This design comes from an exercise in tuning for small area, a short achievable clock period and few clock cycles per item on the open sky130 flow, not from production work. Function was checked by simulation only, so behaviour that the tests miss may differ from the original. Power and IR drop assume default switching activity.

== willow ==
==> flow/design.v (excerpt) <==
module low_band_energy_beat_detector_core
(
	input  logic                 clk,
	input  logic                 arst_n,
	input  logic                 cfg_we,
	input  logic [lbed_pkg::CFG_IDX_W-1:0] cfg_index,
	input  logic [lbed_pkg::CFG_W-1:0]     cfg_wdata,
	input  logic                 s_tvalid,
	output logic                 s_tready,
	input  logic [63:0]          s_tdata,    
	input  logic                 s_tlast,    
	output logic                 m_tvalid,
	input  logic                 m_tready,
	output logic [23:0]          m_tdata,    
	output logic                 m_tuser     
);
clock: 9.0 ns
lec_check: 0
cap_margin: 5
core_margin: 2
core_utilization: 55
cts_cluster_diameter: 80
cts_cluster_size: 30
place_density: 0.7
slew_margin: 5
standard.sh (not shown) runs the stock make flow with config.mk's settings and CLKGATE_MAP_FILE= SYNTH_SCRIPT=/design/flow/synth_recipe.tcl, a recipe that flattens the netlist after the stock synthesis.
==> flow/flow/run.sh <==
#!/bin/bash
# Standard layout (the standard.sh, unchanged synthesis) with two changes: a larger setup
# repair margin, so that repair_timing works the paths down to about 2.8 ns, and the smallest
# plain buffer (buf_1) for the port buffers that global placement puts on every input and
# output. All of make's output (every ORFS step, OpenROAD and Yosys) goes to flow_make.log
# here; ORFS also keeps its per-step logs under orfs/logs.
set -euo pipefail
bash standard.sh "BUFFER_PORTS_ARGS=-buffer_cell sky130_fd_sc_hd__buf_1" SETUP_SLACK_MARGIN=6.2 finish > flow_make.log 2>&1
Testbench counts of willow, summed over its fixed seeds: cycles 69,432, items 68,461.
## Diff of input files: tundra against willow
==> flow/flow/run.sh <==
#!/bin/bash
# Standard layout (the standard.sh, unchanged synthesis) with two changes: a larger setup
# repair margin, so that repair_timing works the paths down to about 3.1 ns, and the smallest
# plain buffer (buf_1) for the port buffers that global placement puts on every input and
# output. All of make's output (every ORFS step, OpenROAD and Yosys) goes to flow_make.log
# here; ORFS also keeps its per-step logs under orfs/logs.
set -euo pipefail
bash standard.sh "BUFFER_PORTS_ARGS=-buffer_cell sky130_fd_sc_hd__buf_1" SETUP_SLACK_MARGIN=5.9 finish > flow_make.log 2>&1
--- outcome ---
There was hardly any difference in global-route met3 utilization between tundra and willow. Against willow, tundra comes in 5.0% lower on total wirelength of the detailed-routed design. Against willow, tundra comes in about 1.5% lower on highest attainable clock frequency. tundra vs willow, main power-consuming group: registers vs combinational cells. Compared with willow, in tundra synthesized cell count comparable; global routing usage on met2 now smaller; clock network latency to the later pin of the worst-skew pair comparable; flip-flop and latch area comparable; total global-route track usage now smaller. Wire length of the first global-routing pass down 1.4 mm in tundra wrt willow. Cmp tundra and willow / sequential share of layout area / higher: tundra.
What harbor does differently from tundra at the input level:
Settings: SLEW_MARGIN: 5 -> 20; CAP_MARGIN: 5 -> 20; TNS_END_PERCENT: unset -> 5.
[summary]
- In summary, harbor completed successfully, with a layout that passed the timing, DRC and antenna checks.
- The higher worst slack at placement came out of harbor.
- In the tables for harbor and tundra, global routing usage on met2 reads lower with harbor.
- In the tables for harbor and tundra, final worst hold slack reads higher with harbor.
- In the tables for harbor and tundra, via count of the first global-routing pass reads higher with tundra.
- harbor vs tundra on sequential share of cell area: harbor is the higher one.
- NOTE area of the multi-input gates tundra->harbor decreased slightly

Setup of main:
Starting RTL as in the previous note.
==> flow/config.mk <==
export PLATFORM = sky130hd
export DESIGN_NAME = low_band_energy_beat_detector_core
export DESIGN_NICKNAME = low_band_energy_beat_detector_core
export VERILOG_FILES = /design/flow/design.v
export SDC_FILE = /design/flow/constraint.sdc
export NUM_CORES = 4
export LEC_CHECK = 0
export CAP_MARGIN = 5
export CORE_MARGIN = 2
export CORE_UTILIZATION = 55
export CTS_BUF_LIST = sky130_fd_sc_hd__clkbuf_8 sky130_fd_sc_hd__clkbuf_16
export CTS_CLUSTER_DIAMETER = 60
export CTS_CLUSTER_SIZE = 24
export PLACE_DENSITY = 0.7
export SLEW_MARGIN = 5
==> flow/constraint.sdc <==
create_clock -name core_clock -period 9.0 [get_ports {clk}]
set_input_delay 1.8000 -clock core_clock [delete_from_list [all_inputs] [get_ports {clk}]]
set_output_delay 1.8000 -clock core_clock [all_outputs]
set_load 0.01 [all_outputs]
==> flow/flow/run.sh <==
#!/bin/bash
# Standard layout (the standard.sh, unchanged synthesis) with two changes: a larger setup
# repair margin, so that repair_timing works the paths down to about 3.1 ns, and the smallest
# plain buffer (buf_1) for the port buffers that global placement puts on every input and
# output. All of make's output (every ORFS step, OpenROAD and Yosys) goes to flow_make.log
# here; ORFS also keeps its per-step logs under orfs/logs.
set -euo pipefail
bash standard.sh "BUFFER_PORTS_ARGS=-buffer_cell sky130_fd_sc_hd__buf_1" SETUP_SLACK_MARGIN=5.9 finish > flow_make.log 2>&1
main ran to completion and came out clean on the timing, DRC and antenna checks.
Testbench counts of main, summed over its fixed seeds: cycles 69,432, items 68,461.
Here is what was changed in the inputs of the feature branch compared with main.
- clearing CTS_BUF_LIST, which used to be sky130_fd_sc_hd__clkbuf_8 sky130_fd_sc_hd__clkbuf_16
- swapping 24 for 30 in CTS_CLUSTER_SIZE
- swapping 5 for 20 in SLEW_MARGIN
- swapping 60 for 80 in CTS_CLUSTER_DIAMETER
- swapping 5 for 20 in CAP_MARGIN
Results
Cmp the feature branch and main / final period demand of the worst path / lower: the feature branch. On ratio of final minimum period to clock period, the feature branch and main are neck and neck. Route | the feature branch vs main | wire shorter in the feature branch.

[separate check: timing with driven ports]
In the flow no input, the clock included, has a driving cell. The finished layouts below were timed again as built, in two steps. Step 1: set_driving_cell puts a clkbuf_16 on clk and a buf_2 on each other input, an assumption about the parent block. Step 2 also shifts input and output timing later by t, the mid clock arrival at the registers, as if the neighbouring blocks saw the same clock. Three values: ideal, step 1, step 2; two values: the first two.
| run | t (ns) | slack for setup (ns) | clock arrival spread, ns | worst slew at a driven data input, ns | pins driven straight from the clock port |
|---|---|---|---|---|---|
| willow | 0.658 | 5.880 / 5.835 / 5.529 | 0.034 / 0.034 | 0.09 | 1 |
| tundra | 0.663 | 5.833 / 5.823 / 5.396 | 0.024 / 0.024 | 0.06 | 1 |
| harbor | 0.665 | 5.777 / 5.777 / 5.300 | 0.021 / 0.021 | 0.06 | 1 |
| main | 0.647 | 5.829 / 5.829 / 5.445 | 0.027 / 0.027 | 0.06 | 1 |
| the feature branch | 0.659 | 5.835 / 5.823 / 5.403 | 0.023 / 0.023 | 0.06 | 1 |
After both steps setup and hold are still met in every run listed. For harbor, which loses most, drivers alone change the setup slack by 0.000 ns; drivers and shift together by -0.477 ns.
